Background: an optimization exercise with open tools, aiming at small area and a short achievable clock period. Do not read the settings as production practice.
Only simulation tests tie the RTL to the original design; equivalence was not proved.
Power and IR drop assume default switching activity.

`flow/flow/run.sh`:
```
#!/bin/bash
set -euo pipefail
bash standard.sh "BUFFER_PORTS_ARGS=-buffer_cell sky130_fd_sc_hd__buf_1" MATCH_CELL_FOOTPRINT=0 finish > flow_make.log 2>&1
```
`flow/standard.sh`:
```
#!/bin/bash
# synth_recipe.tcl (not shown) runs the flow's synth.tcl, then flattens the netlist and writes it again
# the make line also repeats each setting of config.mk as NAME=value (left out here)
make -C /OpenROAD-flow-scripts/flow DESIGN_CONFIG=/design/flow/config.mk WORK_HOME=/design/flow/orfs CLKGATE_MAP_FILE= SYNTH_SCRIPT=/design/flow/synth_recipe.tcl "${@:-finish}"
```
`flow/config.mk`:
```
export PLATFORM = sky130hd
export DESIGN_NAME = rename_stage
export DESIGN_NICKNAME = rename_stage
export VERILOG_FILES = /design/flow/design.v
export SDC_FILE = /design/flow/constraint.sdc
export NUM_CORES = 4
export LEC_CHECK = 0
export CAP_MARGIN = 20
export CORE_MARGIN = 2
export CORE_UTILIZATION = 40
export CTS_BUF_LIST = sky130_fd_sc_hd__clkbuf_4
export CTS_CLUSTER_DIAMETER = 40
export CTS_CLUSTER_SIZE = 8
export SETUP_SLACK_MARGIN = 4.5
export SLEW_MARGIN = 20
```
`flow/constraint.sdc`:
```
create_clock -name core_clock -period 8.0 [get_ports {clk}]
set_input_delay 1.6000 -clock core_clock [delete_from_list [all_inputs] [get_ports {clk}]]
set_output_delay 1.6000 -clock core_clock [all_outputs]
set_load 0.01 [all_outputs]
```
`flow/design.v`:
```
`default_nettype none
package rename_pkg;
    localparam int INSTR_W = 32;
    localparam int OP_W = 4;
    localparam int FUNC_W = 3;
    localparam int LREG_W = 5;
    localparam int NUM_LREGS = 32;
    typedef enum logic [OP_W-1:0] {
        Alu    = 4'd0,
        AluImm = 4'd1,
        Mem    = 4'd2,
        Branch = 4'd3,
        Jump   = 4'd4,
        Lui    = 4'd5
    } opcode_e;
    typedef enum logic [FUNC_W-1:0] {
        Add  = 3'd0,
        Sub  = 3'd1,
        And  = 3'd2,
        Or   = 3'd3,
        Xor  = 3'd4,
        Sll  = 3'd5,
        Mull = 3'd6
    } alu_func_e;
    typedef enum logic [FUNC_W-1:0] {
        Beq  = 3'd0,
        Bne  = 3'd1,
        Blt  = 3'd2,
        Beqz = 3'd3
    } branch_func_e;
    typedef enum logic [FUNC_W-1:0] {
        Load  = 3'd0,
        Store = 3'd1
    } mem_func_e;
    typedef enum logic [FUNC_W-1:0] {
        Jal  = 3'd0,
        Jalr = 3'd1
    } jump_func_e;
    typedef struct packed {
        logic [OP_W-1:0]   op;
        logic [FUNC_W-1:0] func;
        logic [LREG_W-1:0] dst;
        logic [LREG_W-1:0] src1;
        logic [LREG_W-1:0] src2;
        logic [9:0]        unused;
    } r_fmt_t;
    typedef struct packed {
        logic [OP_W-1:0]   op;
        logic [FUNC_W-1:0] func;
        logic [LREG_W-1:0] dst;
        logic [LREG_W-1:0] src1;
        logic [14:0]       imm15;
    } i_fmt_t;
    typedef struct packed {
        logic [OP_W-1:0]   op;
        logic [FUNC_W-1:0] func;
        logic [LREG_W-1:0] dst;
        logic [19:0]       imm20;
    } j_fmt_t;
    typedef union packed {
        r_fmt_t r;
        i_fmt_t i;
        j_fmt_t j;
    } instr_u;
endpackage
`default_nettype wire
`timescale 1ns/1ps
`default_nettype none
module rename_stage #(
    parameter int SUPER = 2,
    parameter int PHYS_SZ = 48,
    localparam int PREG_W = $clog2(PHYS_SZ)
) (
    input  logic                                        clk,
    input  logic                                        rst,
    input  logic                                        in_valid,
    input  logic [SUPER-1:0][rename_pkg::INSTR_W-1:0]   in_instr,
    output logic                                        stall,
    input  logic [SUPER-1:0]                            commit_valid,
    input  logic [SUPER-1:0][PREG_W-1:0]                commit_preg,
    output logic                                        out_valid,
    output logic [SUPER-1:0]                            out_lane_valid,
    output logic [SUPER-1:0][rename_pkg::OP_W-1:0]      out_op,
    output logic [SUPER-1:0][rename_pkg::FUNC_W-1:0]    out_func,
    output logic [SUPER-1:0][PREG_W-1:0]                out_src1_p,
    output logic [SUPER-1:0][PREG_W-1:0]                out_src2_p,
    output logic [SUPER-1:0][PREG_W-1:0]                out_dst_p,
    output logic [SUPER-1:0][PREG_W-1:0]                out_old_dst_p,
    output logic [SUPER-1:0][rename_pkg::INSTR_W-1:0]   out_imm
);
    localparam int NL = rename_pkg::NUM_LREGS;
    localparam int NF = PHYS_SZ - NL;           
    localparam int FW = $clog2(NF);             
    logic [1:0]        legal, wr, jump, lane_valid, writes, rd1, rd2, i15, i20;
    logic [1:0][4:0]   s1, s2, d;
    always_comb begin
        for (int l = 0; l < 2; l++) begin
            logic [3:0] op;
            logic [2:0] f;
            op = in_instr[l][31:28];
            f = in_instr[l][27:25];
            s1[l] = in_instr[l][19:15];
            s2[l] = in_instr[l][14:10];
            d[l] = in_instr[l][24:20];
            case (op)
                4'd0, 4'd1: legal[l] = f != 3'd7;
                4'd2, 4'd4: legal[l] = f[2:1] == 2'b00;
                4'd3:       legal[l] = !f[2];
                4'd5:       legal[l] = f == 3'd0;
                default:    legal[l] = 1'b0;
            endcase
            wr[l] = (op == 4'd0) || (op == 4'd1) || (op == 4'd4) || (op == 4'd5) ||
                    (op == 4'd2 && !f[0]);
            jump[l] = op == 4'd4;
            rd1[l] = (op == 4'd0) || (op == 4'd1) || (op == 4'd2) || (op == 4'd3) ||
                     (op == 4'd4 && f[0]);
            rd2[l] = (op == 4'd0) || (op == 4'd3) || (op == 4'd2 && f[0]);
            i15[l] = (op == 4'd1) || (op == 4'd2 && !f[0]) || (op == 4'd4 && f[0]);
            i20[l] = (op == 4'd4 && !f[0]) || (op == 4'd5);
        end
        lane_valid[0] = legal[0];
        lane_valid[1] = legal[1] && !(legal[0] && jump[0]);
        for (int l = 0; l < 2; l++) begin
            writes[l] = lane_valid[l] && wr[l] && (d[l] != 5'd0);
        end
    end
    logic [PREG_W-1:0] fq [NF];
    logic [FW-1:0]     head, tail;
    logic [FW:0]       cnt;
    logic              accept;
    logic [1:0][PREG_W-1:0] alloc;
    logic [FW-1:0]     head1;
    assign stall = cnt[FW:1] == '0;
    assign accept = in_valid && !stall;
    assign head1 = head + 1'b1;
    logic [NF-1:0]     tail_oh;
    assign tail_oh = NF'(1) << tail;
    assign alloc[0] = fq[head];
    assign alloc[1] = writes[0] ? fq[head1] : fq[head];
    logic [1:0]    take;
    logic [FW:0]   cnt_rel;
    logic [FW:0]   cnt_next;
    logic [FW-1:0] head_next;
    assign take = accept ? writes : 2'b00;
    assign cnt_rel = cnt + (FW+1)'(commit_valid[0]) + (FW+1)'(commit_valid[1]);
    always_comb begin
        case (take)
            2'b00:        begin cnt_next = cnt_rel;        head_next = head;         end
            2'b01, 2'b10: begin cnt_next = cnt_rel - 1'b1; head_next = head1;        end
            default:      begin cnt_next = cnt_rel - 2'd2; head_next = head + 2'd2;  end
        endcase
    end
    always_ff @(posedge clk) begin
        if (rst) begin
            head <= '0;
            tail <= '0;
            cnt <= (FW+1)'(NF);
        end else begin
            head <= head_next;
            tail <= tail + FW'(commit_valid[0]) + FW'(commit_valid[1]);
            cnt <= cnt_next;
        end
    end
    always_ff @(posedge clk) begin
        if (rst) begin
            for (int e = 0; e < NF; e++) begin
                fq[e] <= PREG_W'(NL + e);
            end
        end else begin
            for (int e = 0; e < NF; e++) begin
                if (tail_oh[e] && commit_valid[0]) begin
                    fq[e] <= commit_preg[0];
                end else if ((tail_oh[e] && !commit_valid[0] ||
                              tail_oh[(e + NF - 1) % NF] && commit_valid[0]) && commit_valid[1]) begin
                    fq[e] <= commit_preg[1];
                end
            end
        end
    end
    logic [PREG_W-1:0] map [1:NL-1];
    logic [NL-1:0][PREG_W-1:0] mapv;
    always_comb begin
        mapv[0] = '0;
        for (int r = 1; r < NL; r++) begin
            mapv[r] = map[r];
        end
    end
    function automatic logic [PREG_W-1:0] rd_map(input logic [4:0] r);
        rd_map = mapv[r];
    endfunction
    always_ff @(posedge clk) begin
        if (rst) begin
            for (int r = 1; r < NL; r++) begin
                map[r] <= PREG_W'(r);
            end
        end else if (accept) begin
            if (writes[0]) map[d[0]] <= alloc[0];
            if (writes[1]) map[d[1]] <= alloc[1];
        end
    end
    logic [1:0][PREG_W-1:0] r_s1, r_s2, r_old;
    logic [1:0][20:0]       r_imm;
    logic                   f_s1, f_s2, f_old;
    always_ff @(posedge clk) begin
        if (rst) begin
            out_valid <= 1'b0;
        end else begin
            out_valid <= accept;
        end
    end
    always_ff @(posedge clk) begin
        out_lane_valid <= lane_valid;
        for (int l = 0; l < 2; l++) begin
            out_op[l] <= in_instr[l][31:28];
            out_func[l] <= in_instr[l][27:25];
            r_s1[l] <= rd1[l] ? rd_map(s1[l]) : '0;
            r_s2[l] <= rd2[l] ? rd_map(s2[l]) : '0;
            r_old[l] <= wr[l] ? rd_map(d[l]) : '0;
            out_dst_p[l] <= writes[l] ? alloc[l] : '0;
            r_imm[l][14:0] <= (i15[l] || i20[l]) ? in_instr[l][14:0] : '0;
            r_imm[l][19:15] <= i20[l] ? in_instr[l][19:15] : {5{i15[l] && in_instr[l][14]}};
            r_imm[l][20] <= i20[l] ? in_instr[l][19] : (i15[l] && in_instr[l][14]);
        end
        f_s1 <= rd1[1] && writes[0] && s1[1] == d[0];
        f_s2 <= rd2[1] && writes[0] && s2[1] == d[0];
        f_old <= wr[1] && writes[0] && d[1] == d[0];
    end
    always_comb begin
        for (int l = 0; l < 2; l++) begin
            out_imm[l] = {{11{r_imm[l][20]}}, r_imm[l]};
        end
        out_src1_p[0] = r_s1[0];
        out_src2_p[0] = r_s2[0];
        out_old_dst_p[0] = r_old[0];
        out_src1_p[1] = f_s1 ? out_dst_p[0] : r_s1[1];
        out_src2_p[1] = f_s2 ? out_dst_p[0] : r_s2[1];
        out_old_dst_p[1] = f_old ? out_dst_p[0] : r_old[1];
    end
endmodule
`default_nettype wire
```
==> impl_metrics.csv, run 1 <==
group,metric,value,unit
synth,ys_ff_latch,403,
place,dp_hpwl,84820,µm
detailed_routing,drc,0,
layout,fillers,6647,
floorplanning,die_area,73980,µm²
power_and_ir_drop,leakagePower,10.23,nW
synth,synth_area,28730,µm²
synth,yosysTopAreaCellShare,0.2383,
timing,period_needed,3.523,ns
worst_setup_path,cp.arrival,4.06,ns
worst_setup_path,cp_slowest_stage_delay,0.52,ns
synth,synth.distinct_cells,92,
timing,finalSetupTns,0,ns
synth,ys_warn_count,2,
timing,rsz0062_at_grt,"yes",
floorplanning,dieHeight,272.0,µm
synth,synthSimpleGateAreaFrac,0.1247,
detailed_routing,wl,119800,µm
detailed_routing,drt-vias-per-instance,7.051,
grt,grt_use_total,0.3173,
synth,syn_avg_cell_area,10.91,µm²
detailed_routing,vias,26200,
worst_setup_path,crit_path_end_kind,"register",
layout,drive_above_1_share,0.2704,
place,numPortBuffers,210,
synth,synth.area.mux_share,0.3021,
timing,slew_headroom,0.2355,
worst_hold_path,hp-class,"register to register",
timing,period_share,0.4404,
detailed_routing,post_drt_wl_per_cell,32.23,µm
synth,yosys-top-cells-count,"mux4_2, nor2_1, dfxtp_1",
synth,syn_inst,2633,
worst_setup_path,worstPathRequired,8.54,ns
synth,synth_xor_area_frac,0.009407,
detailed_routing,ant_nets,0,
grt,grt_max_degree,64,
power_and_ir_drop,finalPower,5.190,mW
grt,grt_pass1_vias,24930,
synth,synth_most_common_cell,"mux4_2",
detailed_routing,drtIter0Drc,4457,
power_and_ir_drop,powerDensity,161.9,nW/µm²
worst_setup_path,critical_path_class,"primary input to register",
grt,grt-ovfl-total,0,
worst_setup_path,cp_max_fo,51,
layout,syn_to_final_growth,11.58,%
clock_tree,cts_hold_buf,0,
synth,synthArstFlopShare,0,
worst_setup_path,path_cells,"buf_2 > inv_6 > buf_12 > o2111a_1 > o21ai_4 > nor2_1 > or3_1",
clock_tree,htree_levels,3,
timing,fin_worst_skew,0.09983,ns
grt,antenna_found_initial,4,
power_and_ir_drop,irDropWorstVdd,0.0001003,V
clock_tree,clk_path_buf_depth,3,
synth,synth_compound_area_frac,0.1573,
floorplanning,ios,211,
synth,synth_fa_ha_area_frac,0.007055,
synth,synth.area.top_cells,"mux4_2, edfxtp_1, dfxtp_1",
synth,yosys.area.top_type,"mux4_2",
timing,worstMarginPinSlew,1.143,ns
synth,syn_nets,2729,
flow_run,maxCapViolCount,0,
floorplanning,core-area,71240,µm²
floorplanning,initial_core_util,0.4033,
clock_tree,clock_sinks,403,
floorplanning,die_w,272.0,µm
synth,synth-main-ff-cell,"dfxtp_1",
status,status,"no timing/DRC/antenna violations",
timing,hold_viol,0,
worst_setup_path,crit_path_start_kind,"primary input",
place,place_congestion,1.041,
synth,ys_seq_area_frac,0.3456,
timing,drv_slew,0,
timing,whs,0.5169,ns
clock_tree,cts-root-buf,"clkbuf_4",
layout,nets,2809,
worst_setup_path,cp_slowest_cell,"buf_2",
timing,fmax,0.2838,GHz
grt,grt_pass1_wl,172600,µm
clock_tree,tritoncts.num_buffers,76,
synth,synth_edf_count,186,
detailed_routing,first_pass_iters,7,
clock_tree,insertion_delay,0.91,ns
timing,setup_viol,0,
floorplanning,num_rows,98,
clock_tree,cts_tree,"done",
synth,synth_top_family_by_area,"multiplexers",
clock_tree,path_clk_slew,0.08,ns
[power by group]
| part | internal [mW] | leakage [nW] | switching, mW |
|---|---|---|---|
| registers | 2.22 | 3.42 | 0.0993 |
| logic | 0.428 | 6.19 | 0.723 |
| clock network | 0.844 | 0.616 | 0.873 |
| total | 3.49 | 10.2 | 1.70 |
[cell families (layout without fill, tap and decap cells)]
logic type,after synthesis,count (layout)
adder cells (fa/ha/maj),15,15
XOR/XNOR,30,30
flip-flops,403,403
AND/OR/NAND/NOR,730,733
AO/OA/AOI/OAI,633,633
multiplexers,478,478
other,0,3
buffers and inverters,344,471
[per-stage QoR]
step / cell area (µm²) / setup slack, ns / instances / utilization
floorplan: 29310 / 4.084 / 2633 / -
global placement: 30130 / 2.831 / 3538 / 0.4229
detailed placement: 30130 / 2.696 / 3538 / 0.4229
CTS: 31770 / 4.486 / 3698 / 0.4459
global route: 32050 / 4.468 / 3715 / 0.4499
finish: 32060 / 4.477 / 3716 / 0.4500
[worst max-delay path: cells and delay by family]
| kind | cells | cell delay, ns |
|---|---|---|
| and+or+nand+nor | 2 | 0.69 |
| buffers and inverters | 3 | 1.01 |
| AOI/OAI and AO/OA | 2 | 0.63 |
[layer usage]
metal	vias to the layer above	wire (µm)	GRT usage
li1	10630	-	-
met1	12660	41170	0.3998
met2	2367	51770	0.4771
met3	547	16760	0.08878
met4	2	10050	0.2108
met5	-	11	0
[what timing repair did]
action	in CTS	in global routing
hold endpoints to repair	0	0
setup endpoints to repair	368	317
gates cloned	1	2
resized for setup	51	34
pin swaps	12	8
buffers inserted	31	13
[layout by cell type, fill, tap and decap left out, drive strengths merged, types with 12 or more instances in the layout]
master     n
mux4     304
buf      292
nor2     222
dfxtp    217
edfxtp   186
nand2    178
a22oi    133
mux2i    105
clkbuf   105
o21ai    105
nand3     72
mux2      69
o22ai     63
and2      49
a22o      46
a211oi    46
a21oi     45
nor3      43
o211ai    40
inv       40
nand4     32
nor4      25
or2       23
a31oi     20
clkinv    20
o31ai     18
xor2      17
or3       17
a21o      16
nor2b     16
nand2b    16
a311oi    15
o2bb2ai   13
xnor2     13
ha        13
a222oi    12
[worst paths after layout]
check	start	end	slack [ns]	cells after the start
worst max-delay path	rst	map[25][0]	4.48	7
worst min-delay path	head[1]	head[1]	0.52	2
worst max register to register	head[0]	map[3][2]	4.58	10
worst min register to register	head[1]	head[1]	0.52	2
[sequential cells by signal, summed over array words and instances (netlist names)]
name / flops
map: 186
fq: 96
r_imm: 40
out_dst_p: 12
r_old: 12
r_s1: 12
r_s2: 12
out_op: 8
out_func: 6
cnt: 5
head: 4
tail: 4
out_lane_valid: 2
f_old: 1
f_s1: 1
f_s2: 1
out_valid: 1
[final cells by class]
class / instances / area (µm²) / share of cell area
multi-input cells: 1889 / 17910 / 0.5588
well taps: 950 / 1189 / 0.03708
clock inverters: 39 / 454.2 / 0.01417
diodes: 3 / 7.507 / 0.0002342
inverters: 35 / 143.9 / 0.004489
clock buffers: 89 / 668.1 / 0.02084
flip-flops and latches: 403 / 9932 / 0.3098
repair buffers: 308 / 1748 / 0.05453
==> inputs of run 2 (changes only) <==
--- a/flow/design.v
+++ b/flow/design.v
@@ -93,6 +93,9 @@
     localparam int FW = $clog2(NF);             
     logic [1:0]        legal, wr, jump, lane_valid, writes, rd1, rd2, i15, i20;
     logic [1:0][4:0]   s1, s2, d;
+    logic [1:0]        wl, dnz;
+    logic              jmp0, op0_is4;
+    assign op0_is4 = in_instr[0][31:28] == 4'd4;
     always_comb begin
         for (int l = 0; l < 2; l++) begin
             logic [3:0] op;
@@ -111,6 +114,11 @@
             endcase
             wr[l] = (op == 4'd0) || (op == 4'd1) || (op == 4'd4) || (op == 4'd5) ||
                     (op == 4'd2 && !f[0]);
+            wl[l] = (op[3:1] == 3'b000 && f != 3'd7) ||
+                    (op == 4'd2 && f == 3'd0) ||
+                    (op == 4'd4 && f[2:1] == 2'b00) ||
+                    (op == 4'd5 && f == 3'd0);
+            dnz[l] = d[l] != 5'd0;
             jump[l] = op == 4'd4;
             rd1[l] = (op == 4'd0) || (op == 4'd1) || (op == 4'd2) || (op == 4'd3) ||
                      (op == 4'd4 && f[0]);
@@ -120,9 +128,9 @@
         end
         lane_valid[0] = legal[0];
         lane_valid[1] = legal[1] && !(legal[0] && jump[0]);
-        for (int l = 0; l < 2; l++) begin
-            writes[l] = lane_valid[l] && wr[l] && (d[l] != 5'd0);
-        end
+        jmp0 = op0_is4 && in_instr[0][27:26] == 2'b00;
+        writes[0] = wl[0] && dnz[0];
+        writes[1] = wl[1] && dnz[1] && !jmp0;
     end
     logic [PREG_W-1:0] fq [NF];
     logic [FW-1:0]     head, tail;
@@ -143,13 +151,17 @@
     logic [FW-1:0] head_next;
     assign take = accept ? writes : 2'b00;
     assign cnt_rel = cnt + (FW+1)'(commit_valid[0]) + (FW+1)'(commit_valid[1]);
-    always_comb begin
-        case (take)
-            2'b00:        begin cnt_next = cnt_rel;        head_next = head;         end
-            2'b01, 2'b10: begin cnt_next = cnt_rel - 1'b1; head_next = head1;        end
-            default:      begin cnt_next = cnt_rel - 2'd2; head_next = head + 2'd2;  end
-        endcase
-    end
+    logic [FW:0]   cnt_m1, cnt_m2;
+    logic [FW-1:0] head2;
+    logic [FW:0]   cnt_t0;
+    logic [FW-1:0] head_t0;
+    assign cnt_m1 = cnt_rel - 1'b1;
+    assign cnt_m2 = cnt_rel - 2'd2;
+    assign head2 = head + 2'd2;
+    assign cnt_t0 = take[0] ? cnt_m1 : cnt_rel;
+    assign head_t0 = take[0] ? head1 : head;
+    assign cnt_next = take[1] ? (take[0] ? cnt_m2 : cnt_m1) : cnt_t0;
+    assign head_next = take[1] ? (take[0] ? head2 : head1) : head_t0;
     always_ff @(posedge clk) begin
         if (rst) begin
             head <= '0;
--- a/flow/config.mk
+++ b/flow/config.mk
@@ -9,7 +9,5 @@
 export CORE_MARGIN = 2
 export CORE_UTILIZATION = 40
 export CTS_BUF_LIST = sky130_fd_sc_hd__clkbuf_4
-export CTS_CLUSTER_DIAMETER = 40
-export CTS_CLUSTER_SIZE = 8
 export SETUP_SLACK_MARGIN = 4.5
 export SLEW_MARGIN = 20
==> run 2 against run 1 <==
Sequential cell count stayed put. Largest power group unchanged. Routed wire length is 1.7% higher. Power is 7.1% higher. Sequential power hardly changed. Still clean. Sequential share of layout area is 0.22 points lower.
==> impl_metrics.csv, run 2 <==
group,metric,value,unit
place,numPortBuffers,210,
timing,fmax,0.2792,GHz
synth,synth_xor_area_frac,0.008478,
synth,synth_top_family_by_area,"multiplexers",
layout,layout_common_cells,"mux4_2, dfxtp_1, buf_1, nor2_1, edfxtp_1",
synth,synth.area.mux_share,0.3224,
clock_tree,tritoncts.num_buffers,108,
detailed_routing,wl_met2,54450,µm
place,pre_cts_slack,2.712,ns
synth,synth_edf_count,186,
synth,synth_most_common_cell,"mux4_2",
detailed_routing,highest_layer,"met4",
timing,slew_headroom,0.1931,
layout,nets,2788,
floorplanning,num_rows,98,
synth,synth.distinct_cells,87,
timing,setup_viol,0,
timing,finalSetupTns,0,ns
worst_setup_path,path_cells,"clkbuf_4 > nand2b_2 > nor2_2 > buf_4 > nand3_2 > nor2_1 > or3_1",
floorplanning,initial_core_util,0.4046,
power_and_ir_drop,irDropWorstVdd,0.0001249,V
synth,ys_ff_latch,403,
power_and_ir_drop,powerDensity,172.1,nW/µm²
place,place_congestion,1.048,
worst_setup_path,path_buf_inv,2,
timing,worstMarginPinSlew,1.210,ns
worst_setup_path,cp_slowest_cell,"nand2b_2",
synth,ys_warn_count,2,
timing,period_needed,3.581,ns
worst_hold_path,min_to,"fq[10][5]",
synth,synthArstFlopShare,0,
clock_tree,path_clk_slew,0.06,ns
worst_hold_path,hold_start,"fq[10][5]",
layout,largest_reg_flops,186,
worst_setup_path,worstPathRequired,8.53,ns
clock_tree,clk_path_buf_depth,3,
worst_setup_path,crit_path_end_kind,"register",
layout,syn_to_final_growth,11.68,%
detailed_routing,wl_met3,15090,µm
grt,grt_pass1_vias,24400,
grt,grt-ovfl-total,0,
flow_run,maxCapViolCount,0,
timing,hold_viol,0,
place,dp_hpwl,85860,µm
synth,syn_nets,2669,
detailed_routing,first_pass_iters,9,
worst_hold_path,holdPathStages,1,
grt,antenna_found_initial,2,
worst_setup_path,worst_r2r_endpoint,"map[15][2]",
grt,grt_use_total,0.3209,
worst_hold_path,hp-class,"register to register",
layout,drive_above_1_share,0.2991,
floorplanning,die_w,272.9,µm
floorplanning,ios,211,
floorplanning,dieHeight,272.9,µm
timing,layout_setup_ws,4.419,ns
worst_setup_path,r2r_start,"head[1]",
worst_setup_path,critical_path.top_delay_family,"simple AND/OR/NAND/NOR gates",
layout,regMostFlops,"map",
synth,yosys-top-cells-count,"mux4_2, dfxtp_1, nor2_1",
layout,reg_top3,"map x186, fq x96, r_imm x40",
worst_setup_path,cp.arrival,4.11,ns
layout,finish.utilization,0.4519,
synth,synthSimpleGateAreaFrac,0.1227,
detailed_routing,drc,0,
detailed_routing,wl,121800,µm
synth,syn_inst,2575,
synth,syn_avg_cell_area,11.23,µm²
timing,period_share,0.4476,
synth,yosysTopAreaCellShare,0.2375,
clock_tree,insertion_delay,0.94,ns
synth,synth_compound_area_frac,0.1458,
detailed_routing,ant_nets,0,
synth,synth_fa_ha_area_frac,0.006488,
detailed_routing,post_drt_wl_per_cell,32.66,µm
synth,synth_area,28930,µm²
clock_tree,clock_sinks,403,
synth,synth.area.top_cells,"mux4_2, edfxtp_1, dfxtp_1",
timing,rsz0062_at_grt,"yes",
worst_setup_path,critical_path_class,"primary input to register",
power_and_ir_drop,leakagePower,10.40,nW
synth,ys_seq_area_frac,0.3433,
detailed_routing,drt-vias-per-instance,6.992,
detailed_routing,drtIter0Drc,4176,
worst_setup_path,rr_worst_depth,10,
grt,grt_max_degree,110,
detailed_routing,vias,26080,
floorplanning,core-area,71490,µm²
timing,drv_slew,0,
timing,fin_worst_skew,0.1146,ns
clock_tree,htree_levels,3,
status,status,"no timing/DRC/antenna violations",
worst_setup_path,ff2ff_setup_slack,4.53,ns
clock_tree,cts-root-buf,"clkbuf_4",
clock_tree,cts_tree,"done",
layout,final_common_cell,"mux4_2",
power_and_ir_drop,finalPower,5.560,mW
detailed_routing,wl_met1,44460,µm
worst_setup_path,crit_path_start_kind,"primary input",
synth,yosys.area.top_type,"mux4_2",
grt,grt_pass1_wl,174100,µm
worst_setup_path,cp_max_fo,39,
floorplanning,die_area,74480,µm²
clock_tree,cts_hold_buf,0,
worst_setup_path,cp_slowest_stage_delay,0.51,ns
synth,synth-main-ff-cell,"dfxtp_1",
==> run 2: cell count changes in the layout (fill, tap and decap cells not counted), sizes merged, moves of 14 or more <==
cell | before | now
o211ai | 40 | 7
o32ai | 3 | 17
nor3 | 43 | 61
a211o | 2 | 27
nor4 | 25 | 9
a21oi | 45 | 64
o21ai | 105 | 49
mux2i | 105 | 151
nand2 | 178 | 111
mux2 | 69 | 84
or3 | 17 | 34
nor2 | 222 | 196
clkbuf | 105 | 183
==> run 2: layer usage <==
| metal | vias to the layer above | track usage |
|---|---|---|
| met3 | 385 | 0.07609 |
| met2 | 2163 | 0.4896 |
| met5 | - | 0 |
| li1 | 10640 | - |
| met1 | 12900 | 0.4178 |
| met4 | 0 | 0.1848 |
==> run 2: area by class of cell <==
cell class | instances | area, µm²
antenna | 5 | 12.51
clock buffer | 166 | 1246
clock inverter | 25 | 112.6
fill | 6689 | 39180
inverter | 25 | 93.84
multi-input combinational | 1853 | 18040
sequential | 403 | 9936
tap | 950 | 1189
timing repair buffer | 303 | 1672
==> run 2: worst max-delay path by stage <==
stage / cells after the start / start / endpoint
floorplan: 7 / in_instr[60] / map[3][0]
global placement: 7 / in_instr[61] / map[3][0]
global route: 2 / cnt[1] / stall
CTS: 8 / in_instr[55] / map[20][3]
finish: 7 / rst / map[15][2]
detailed placement: 7 / in_instr[61] / map[3][0]
==> run 2: logic make-up (layout without fill, tap and decap cells) <==
kind of cell / after synthesis / count (layout)
buffers and inverters: 320 / 519
AOI/OAI and AO/OA: 580 / 581
DFF: 403 / 403
and+or+nand+nor: 693 / 693
other: 0 / 5
xor gates and xnor gates: 25 / 25
muxes: 540 / 540
adders and majority gates: 14 / 14
==> run 2: through the flow <==
stage / instance area [µm²] / hold WS (ns) / instances
after floorplan: 29250 / 0.4487 / 2575
after global placement: 30400 / 0.4685 / 3504
after detailed placement: 30460 / 0.4831 / 3506
after CTS: 32030 / 0.4983 / 3707
after global routing: 32300 / 0.5200 / 3730
final: 32300 / 0.4994 / 3730
==> run 2: power by group <==
| part | internal, mW | switching [mW] |
|---|---|---|
| registers | 2.23 | 0.108 |
| clock network | 0.938 | 0.895 |
| logic | 0.492 | 0.892 |
| total | 3.66 | 1.90 |
==> run 2: repair_timing <==
item | CTS | global route
resized for setup | 29 | 24
buffers inserted | 9 | 15
pin swaps | 4 | 7
endpoints found under the setup margin | 382 | 233
gates cloned | 1 | 0
==> inputs of run 3 (changes only) <==
--- a/flow/config.mk
+++ b/flow/config.mk
@@ -7,7 +7,9 @@
 export LEC_CHECK = 0
 export CAP_MARGIN = 20
 export CORE_MARGIN = 2
-export CORE_UTILIZATION = 40
+export CORE_UTILIZATION = 50
 export CTS_BUF_LIST = sky130_fd_sc_hd__clkbuf_4
+export CTS_CLUSTER_DIAMETER = 40
+export CTS_CLUSTER_SIZE = 8
 export SETUP_SLACK_MARGIN = 4.5
 export SLEW_MARGIN = 20
==> run 3 against run 2 <==
First-iteration DRC count decreased by 4.8%. Sequential cell count unchanged. Via count about the same. Largest power group unchanged. Still clean on timing, DRC and antenna. Sequential power about the same.
==> impl_metrics.csv, run 3 <==
group,metric,value,unit
status,status,"no timing/DRC/antenna violations",
timing,rsz0062_at_grt,"yes",
layout,layout_common_cells,"mux4_2, dfxtp_1, buf_1, edfxtp_1, nor2_1",
synth,synth-main-ff-cell,"dfxtp_1",
clock_tree,cts-root-buf,"clkbuf_4",
worst_hold_path,hp-class,"register to register",
clock_tree,path_clk_slew,0.10,ns
worst_setup_path,crit_path_end_kind,"register",
detailed_routing,highest_layer,"met4",
layout,design_area,31850,µm²
synth,synthArstFlopShare,0,
timing,fmax,0.2804,GHz
clock_tree,clock_sinks,403,
layout,fillers,4949,
detailed_routing,wl_met3,17430,µm
layout,nets,2750,
flow_run,maxCapViolCount,0,
layout,regMostFlops,"map",
power_and_ir_drop,leakagePower,10.22,nW
detailed_routing,first_pass_iters,7,
clock_tree,insertion_delay,0.91,ns
grt,grt_use_total,0.4058,
power_and_ir_drop,finalPower,5.443,mW
power_and_ir_drop,powerDensity,170.9,nW/µm²
grt,grt_pass1_wl,175100,µm
clock_tree,tritoncts.num_buffers,76,
floorplanning,die_w,244.5,µm
timing,period_share,0.4457,
grt,antenna_found_initial,3,
synth,synth_most_common_cell,"mux4_2",
timing,period_needed,3.566,ns
floorplanning,core-area,57480,µm²
detailed_routing,wl_met2,53260,µm
layout,largest_reg_flops,186,
place,dp_hpwl,86130,µm
power_and_ir_drop,irDropWorstVdd,0.0001124,V
grt,grt_max_degree,76,
timing,worstMarginPinSlew,1.213,ns
clock_tree,clk_path_buf_depth,3,
synth,yosys.area.top_type,"mux4_2",
detailed_routing,drc,0,
synth,ys_seq_area_frac,0.3433,
layout,reg_top3,"map x186, fq x96, r_imm x40",
worst_setup_path,worstPathRequired,8.62,ns
place,place_congestion,1.009,
floorplanning,initial_core_util,0.5033,
layout,drive_above_1_share,0.2896,
place,dpl_cell_area,30240,µm²
floorplanning,dieHeight,244.5,µm
detailed_routing,drtIter0Drc,3976,
synth,yosys-top-cells-count,"mux4_2, dfxtp_1, nor2_1",
detailed_routing,wl,122800,µm
timing,setup_viol,0,
detailed_routing,vias,26090,
synth,synth_edf_count,186,
synth,synth.distinct_cells,87,
worst_setup_path,crit_path_start_kind,"primary input",
synth,ys_warn_count,2,
grt,grt-ovfl-total,0,
synth,yosysTopAreaCellShare,0.2375,
worst_setup_path,cp_max_fo,11,
place,numPortBuffers,210,
synth,ys_ff_latch,403,
grt,grt_pass1_vias,24730,
timing,finalSetupTns,0,ns
timing,fin_worst_skew,0.09770,ns
layout,syn_to_final_growth,10.12,%
detailed_routing,wl_met1,41410,µm
synth,synth.area.top_cells,"mux4_2, edfxtp_1, dfxtp_1",
synth,syn_nets,2669,
clock_tree,htree_levels,3,
layout,final_common_cell,"mux4_2",
floorplanning,ios,211,
detailed_routing,ant_nets,0,
timing,slew_headroom,0.1898,
worst_setup_path,cp.arrival,4.19,ns
detailed_routing,drt-vias-per-instance,7.497,
floorplanning,num_rows,88,
synth,synth_area,28930,µm²
timing,hold_viol,0,
detailed_routing,post_drt_wl_per_cell,35.28,µm
timing,drv_slew,0,
floorplanning,die_area,59790,µm²
clock_tree,cts_tree,"done",
synth,syn_inst,2575,
worst_setup_path,critical_path_class,"primary input to register",
synth,syn_avg_cell_area,11.23,µm²
-- run 3: through the flow --
| step | worst slack [ns] | std cells | utilization | hold slack [ns] |
|---|---|---|---|---|
| after global placement | 3.073 | 3318 | 0.5254 | 0.4712 |
| after detailed placement | 3.082 | 3320 | 0.5261 | 0.4800 |
| after CTS | 4.348 | 3467 | 0.5508 | 0.4983 |
| after floorplan | 4.248 | 2575 | - | 0.4487 |
| final | 4.434 | 3480 | 0.5542 | 0.4991 |
| after global routing | 4.442 | 3477 | 0.5541 | 0.5258 |
-- run 3: per-layer routing --
| metal | up-vias | GRT usage |
|---|---|---|
| li1 | 10510 | - |
| met3 | 540 | 0.1246 |
| met4 | 0 | 0.2975 |
| met1 | 12760 | 0.5040 |
| met2 | 2282 | 0.5988 |
| met5 | - | 0 |
-- run 3: worst paths after layout --
kind                              startpoint          to  slack (ns)  cells past startpoint
worst min register to register      fq[7][2]    fq[7][2]        0.50                      1
worst max-delay path            in_instr[24]   map[4][2]        4.43                      7
worst min-delay path                fq[7][2]    fq[7][2]        0.50                      1
worst max register to register       head[2]  map[25][5]        4.54                      9
-- run 3: worst max-delay path, stage by stage --
cell	delay, ns
clkbuf_2	0.26
buf_4	0.32
or3_1	0.45
nand2_1	0.44
nor3_1	0.67
mux2i_2	0.24
a2bb2oi_1	0.19
-- run 3: power by group --
part | switching [mW] | internal [mW] | leakage (nW)
registers | 0.117 | 2.23 | 3.41
logic | 0.888 | 0.484 | 6.18
clock network | 0.891 | 0.832 | 0.630
total | 1.90 | 3.55 | 10.2
-- run 3: area by class of cell --
class,instances,area (µm²),area share
antenna,4,10.01,0.0003142
clock buffer,93,698.2,0.02192
clock inverter,40,434.2,0.01363
inverter,25,93.84,0.002946
multi-input combinational,1852,18100,0.5682
sequential,403,9936,0.3119
tap,765,957.2,0.03005
timing repair buffer,298,1624,0.05099
-- run 3: repair_timing --
action	in CTS	in global routing
setup endpoints to repair	337	220
pin swaps	6	8
setup buffers	14	9
hold buffers	0	0
gates resized for setup	30	29
-- run 3: cell families after synthesis --
kind of cell | synth area share
flops | 0.3433
xor+xnor | 0.008478
simple gates | 0.1227
mux | 0.3224
buf+inv | 0.05083
compound gates | 0.1458
fa+ha+maj | 0.006488
==> inputs of run 4 (changes only) <==
--- a/flow/design.v
+++ b/flow/design.v
@@ -132,65 +132,80 @@
         writes[0] = wl[0] && dnz[0];
         writes[1] = wl[1] && dnz[1] && !jmp0;
     end
+    logic rst_q;
+    always_ff @(posedge clk) begin
+        rst_q <= rst;
+    end
     logic [PREG_W-1:0] fq [NF];
-    logic [FW-1:0]     head, tail;
-    logic [FW:0]       cnt;
+    logic [NF-1:0][PREG_W-1:0] fqv;             
+    logic [FW-1:0]     head, tail, head_e, tail_e;
+    logic [FW:0]       cnt, cnt_e;
     logic              accept;
     logic [1:0][PREG_W-1:0] alloc;
     logic [FW-1:0]     head1;
-    assign stall = cnt[FW:1] == '0;
+    always_comb begin
+        for (int e = 0; e < NF; e++) begin
+            fqv[e] = rst_q ? PREG_W'(NL + e) : fq[e];
+        end
+    end
+    assign head_e = rst_q ? '0 : head;
+    assign tail_e = rst_q ? '0 : tail;
+    assign cnt_e = rst_q ? (FW+1)'(NF) : cnt;
+    logic              stall_q;
+    assign stall = stall_q;
     assign accept = in_valid && !stall;
-    assign head1 = head + 1'b1;
+    assign head1 = head_e + 1'b1;
     logic [NF-1:0]     tail_oh;
-    assign tail_oh = NF'(1) << tail;
-    assign alloc[0] = fq[head];
-    assign alloc[1] = writes[0] ? fq[head1] : fq[head];
+    assign tail_oh = NF'(1) << tail_e;
+    assign alloc[0] = fqv[head_e];
+    assign alloc[1] = writes[0] ? fqv[head1] : fqv[head_e];
     logic [1:0]    take;
     logic [FW:0]   cnt_rel;
     logic [FW:0]   cnt_next;
     logic [FW-1:0] head_next;
     assign take = accept ? writes : 2'b00;
-    assign cnt_rel = cnt + (FW+1)'(commit_valid[0]) + (FW+1)'(commit_valid[1]);
+    assign cnt_rel = cnt_e + (FW+1)'(commit_valid[0]) + (FW+1)'(commit_valid[1]);
     logic [FW:0]   cnt_m1, cnt_m2;
     logic [FW-1:0] head2;
     logic [FW:0]   cnt_t0;
     logic [FW-1:0] head_t0;
     assign cnt_m1 = cnt_rel - 1'b1;
     assign cnt_m2 = cnt_rel - 2'd2;
-    assign head2 = head + 2'd2;
+    assign head2 = head_e + 2'd2;
     assign cnt_t0 = take[0] ? cnt_m1 : cnt_rel;
-    assign head_t0 = take[0] ? head1 : head;
+    assign head_t0 = take[0] ? head1 : head_e;
     assign cnt_next = take[1] ? (take[0] ? cnt_m2 : cnt_m1) : cnt_t0;
     assign head_next = take[1] ? (take[0] ? head2 : head1) : head_t0;
+    logic [2:0]    lt2;                         
+    assign lt2 = {cnt_rel < (FW+1)'(4), cnt_rel < (FW+1)'(3), cnt_rel < (FW+1)'(2)};
     always_ff @(posedge clk) begin
         if (rst) begin
-            head <= '0;
-            tail <= '0;
-            cnt <= (FW+1)'(NF);
+            stall_q <= 1'b0;
         end else begin
-            head <= head_next;
-            tail <= tail + FW'(commit_valid[0]) + FW'(commit_valid[1]);
-            cnt <= cnt_next;
-        end
-    end
-    always_ff @(posedge clk) begin
-        if (rst) begin
-            for (int e = 0; e < NF; e++) begin
+            stall_q <= take[1] ? (take[0] ? lt2[2] : lt2[1]) : (take[0] ? lt2[1] : lt2[0]);
+        end
+    end
+    always_ff @(posedge clk) begin
+        head <= head_next;
+        tail <= tail_e + FW'(commit_valid[0]) + FW'(commit_valid[1]);
+        cnt <= cnt_next;
+    end
+    always_ff @(posedge clk) begin
+        for (int e = 0; e < NF; e++) begin
+            if (tail_oh[e] && commit_valid[0]) begin
+                fq[e] <= commit_preg[0];
+            end else if ((tail_oh[e] && !commit_valid[0] ||
+                          tail_oh[(e + NF - 1) % NF] && commit_valid[0]) && commit_valid[1]) begin
+                fq[e] <= commit_preg[1];
+            end else if (rst_q) begin
                 fq[e] <= PREG_W'(NL + e);
             end
-        end else begin
-            for (int e = 0; e < NF; e++) begin
-                if (tail_oh[e] && commit_valid[0]) begin
-                    fq[e] <= commit_preg[0];
-                end else if ((tail_oh[e] && !commit_valid[0] ||
-                              tail_oh[(e + NF - 1) % NF] && commit_valid[0]) && commit_valid[1]) begin
-                    fq[e] <= commit_preg[1];
-                end
-            end
         end
     end
     logic [PREG_W-1:0] map [1:NL-1];
     logic [NL-1:0][PREG_W-1:0] mapv;
+    logic [1:0]        wv;                      
+    assign wv = lane_valid & wr;
     always_comb begin
         mapv[0] = '0;
         for (int r = 1; r < NL; r++) begin
@@ -198,27 +213,24 @@
         end
     end
     function automatic logic [PREG_W-1:0] rd_map(input logic [4:0] r);
-        rd_map = mapv[r];
+        rd_map = rst_q ? PREG_W'(r) : mapv[r];
     endfunction
     always_ff @(posedge clk) begin
-        if (rst) begin
-            for (int r = 1; r < NL; r++) begin
+        for (int r = 1; r < NL; r++) begin
+            if (accept && wv[1] && d[1] == 5'(r)) begin
+                map[r] <= alloc[1];
+            end else if (accept && wv[0] && d[0] == 5'(r)) begin
+                map[r] <= alloc[0];
+            end else if (rst_q) begin
                 map[r] <= PREG_W'(r);
             end
-        end else if (accept) begin
-            if (writes[0]) map[d[0]] <= alloc[0];
-            if (writes[1]) map[d[1]] <= alloc[1];
         end
     end
     logic [1:0][PREG_W-1:0] r_s1, r_s2, r_old;
     logic [1:0][20:0]       r_imm;
     logic                   f_s1, f_s2, f_old;
     always_ff @(posedge clk) begin
-        if (rst) begin
-            out_valid <= 1'b0;
-        end else begin
-            out_valid <= accept;
-        end
+        out_valid <= accept && !rst;
     end
     always_ff @(posedge clk) begin
         out_lane_valid <= lane_valid;
==> run 4 against run 3 <==
Clock power decreased by 5%. Non-clock buffer count increased by 45. Critical endpoint is now map[14][4]. Via count increased by 3.8%. Utilization increased by 2.0 points. Area after synthesis increased by 1.7%. Sequential cell count increased by 2. Still clean on timing, DRC and antenna.
==> impl_metrics.csv, run 4 <==
group,metric,value,unit
status,status,"no timing/DRC/antenna violations",
floorplanning,core-area,57920,µm²
power_and_ir_drop,leakagePower,10.61,nW
clock_tree,htree_levels,3,
timing,whs,0.5876,ns
detailed_routing,ant_nets,0,
worst_setup_path,cp_max_fo,32,
clock_tree,clock_sinks,405,
timing,slew_headroom,0.2140,
place,dp_hpwl,87310,µm
synth,ys_warn_count,3,
floorplanning,die_area,60790,µm²
timing,period_needed,3.548,ns
clock_tree,insertion_delay,0.93,ns
clock_tree,tritoncts.num_buffers,77,
synth,syn_avg_cell_area,11.05,µm²
layout,syn_to_final_growth,13.06,%
timing,drv_slew,0,
detailed_routing,drt-vias-per-instance,7.530,
layout,reg_top3,"map x186, fq x96, r_imm x40",
worst_setup_path,startpoint,"in_instr[21]",
worst_setup_path,cp.arrival,4.08,ns
synth,synth_most_common_cell,"mux4_2",
worst_setup_path,ff2ff_setup_slack,4.57,ns
grt,grt_pass1_vias,25480,
worst_hold_path,hp-class,"register to register",
synth,ys_ff_latch,405,
layout,drive_above_1_share,0.3185,
timing,finalSetupTns,0,ns
synth,synth_area,29420,µm²
detailed_routing,drtIter0Drc,3777,
synth,synth_edf_count,186,
detailed_routing,vias,27090,
worst_setup_path,critical_path_class,"primary input to register",
detailed_routing,drc,0,
power_and_ir_drop,powerDensity,163.3,nW/µm²
floorplanning,ios,211,
floorplanning,dieHeight,246.6,µm
timing,fmax,0.2819,GHz
power_and_ir_drop,irDropWorstVdd,0.0001106,V
grt,grt-ovfl-total,0,
floorplanning,die_w,246.6,µm
clock_tree,path_clk_slew,0.08,ns
worst_setup_path,r2r_start,"head[0]",
worst_setup_path,worstPathRequired,8.53,ns
synth,yosys.area.top_type,"mux4_2",
timing,fin_worst_skew,0.09070,ns
layout,largest_reg_flops,186,
synth,yosysTopAreaCellShare,0.2695,
layout,final_common_cell,"mux4_2",
place,numPortBuffers,210,
synth,synth.distinct_cells,96,
worst_setup_path,crit_path_start_kind,"primary input",
grt,grt_pass1_wl,180000,µm
synth,synth-main-ff-cell,"dfxtp_1",
detailed_routing,first_pass_iters,9,
floorplanning,num_rows,88,
clock_tree,cts-root-buf,"clkbuf_4",
flow_run,maxCapViolCount,0,
clock_tree,cts_hold_buf,0,
synth,yosys-top-cells-count,"mux4_2, dfxtp_1, nor2_1",
synth,ys_seq_area_frac,0.3389,
worst_setup_path,crit_end,"map[14][4]",
timing,rsz0062_at_grt,"yes",
grt,grt_max_degree,61,
timing,period_share,0.4435,
layout,design_area,33260,µm²
synth,syn_inst,2661,
layout,finish.utilization,0.5743,
worst_setup_path,worst_r2r_endpoint,"map[25][2]",
clock_tree,clk_path_buf_depth,3,
clock_tree,cts_tree,"done",
worst_setup_path,crit_path_end_kind,"register",
place,dpl_cell_area,31010,µm²
layout,layout_common_cells,"mux4_2, dfxtp_1, edfxtp_1, buf_1, nor2_1",
synth,syn_nets,2751,
synth,synth.area.top_cells,"mux4_2, edfxtp_1, dfxtp_1",
detailed_routing,wl,126600,µm
synth,synthArstFlopShare,0,
timing,hold_viol,0,
timing,setup_viol,0,
layout,nets,2853,
grt,grt_use_total,0.4131,
grt,antenna_found_initial,14,
timing,worstMarginPinSlew,1.167,ns
worst_setup_path,rr_worst_depth,7,
floorplanning,initial_core_util,0.5079,
place,place_congestion,0.9802,
detailed_routing,post_drt_wl_per_cell,35.19,µm
layout,regMostFlops,"map",
-- run 4: cell types whose count changed in the layout (fill, tap and decap cells not counted), sizes merged, moves of 41 or more --
cell	change
a22oi	-73
buf	+45
mux2i	-61
mux4	+47
nand2	+74
nand3	-41
o21ai	+123
-- run 4: critical path, stage by stage --
cell and delay [ns]:
clkbuf_2 0.07, buf_4 0.45, buf_6 0.41, nor2b_1 0.18, buf_4 0.25, nand2b_1 0.36
o211ai_1 0.70
-- run 4: per-stage QoR --
stage,instances,power [mW],setup WS [ns]
after detailed placement,3384,3.680,2.415
after global placement,3384,3.658,2.534
final,3597,5.430,4.452
after CTS,3571,5.348,4.491
after global routing,3593,5.574,4.479
after floorplan,2661,3.247,4.048
-- run 4: worst min path at each step --
stage / start / to / slack, ns / cells after the start
2_1_floorplan: fq[10][0] / fq[10][0] / 0.53 / 2
3_3_place_gp: fq[11][2] / fq[11][2] / 0.55 / 2
3_5_place_dp: fq[6][0] / fq[6][0] / 0.57 / 2
4_1_cts: fq[12][1] / fq[12][1] / 0.59 / 2
5_1_grt: fq[6][0] / fq[6][0] / 0.62 / 2
6_report: fq[12][1] / fq[12][1] / 0.59 / 2
-- run 4: area by class of cell --
class | count | area, µm²
Antenna cell | 9 | 22.52
Tap cell | 765 | 957.2
Sequential cell | 405 | 9981
Clock inverter | 38 | 307.8
Fill cell | 4897 | 24660
Timing Repair Buffer | 343 | 2148
Clock buffer | 101 | 758.2
Inverter | 37 | 147.6
Multi-Input combinational cell | 1899 | 18940
-- run 4: report_power, final --
part | leakage, nW | internal [mW] | switching (mW) | total [mW]
clock | 0.630 | 0.741 | 0.899 | 1.64
combinational | 6.54 | 0.534 | 0.889 | 1.42
sequential | 3.43 | 2.26 | 0.110 | 2.37
-- run 4: logic make-up after synthesis --
logic type                 Yosys count  synth area share
AOI/OAI and AO/OA                  665            0.1548
muxes                              499            0.3219
buffers and inverters              360           0.05380
adders and majority gates           10          0.004679
xor gates and xnor gates            24          0.007146
DFF                                405            0.3389
and+or+nand+nor                    698            0.1188
-- run 4: metal layers --
metal	track usage	part of all wire	up-vias
li1	-	-	10790
met1	0.4982	0.33	13130
met2	0.6249	0.43	2515
met3	0.1513	0.15	653
met4	0.2645	0.085	8
met5	0.002451	0.00041	-
-- run 4: what timing repair did --
action                     in CTS  in global routing
pin swaps                      24                  9
gates resized for setup        62                 57
cloned                          2                  2
setup buffers                  46                 14
setup endpoints to repair     429                265

==> what the ideal ports hide <==
How much do the figures lean on ideal ports? The routed layouts below were timed once more, with nothing changed but the port constraints.
Step 1: set_driving_cell puts a clkbuf_16 on clk and a buf_2 on each other input, an assumption about the parent block.
Step 2, shift: input delay + t, output delay - t, t = (earliest + latest rising clock arrival at the registers) / 2. This alone moves slack from input paths to output paths.
Slacks: ideal / step 1 / step 2; pairs: ideal / step 1.
| run | t (ns) | setup WS [ns] | worst slew at a driven data input, ns |
|---|---|---|---|
| run 1 | 0.927 | 4.477 / 4.487 / 3.585 | 0.09 |
| run 2 | 0.947 | 4.419 / 4.453 / 3.506 | 0.05 |
| run 3 | 0.913 | 4.434 / 4.464 / 3.551 | 0.14 |
| run 4 | 0.944 | 4.452 / 4.482 / 3.539 | 0.13 |
After both steps setup and hold are still met in every run listed.
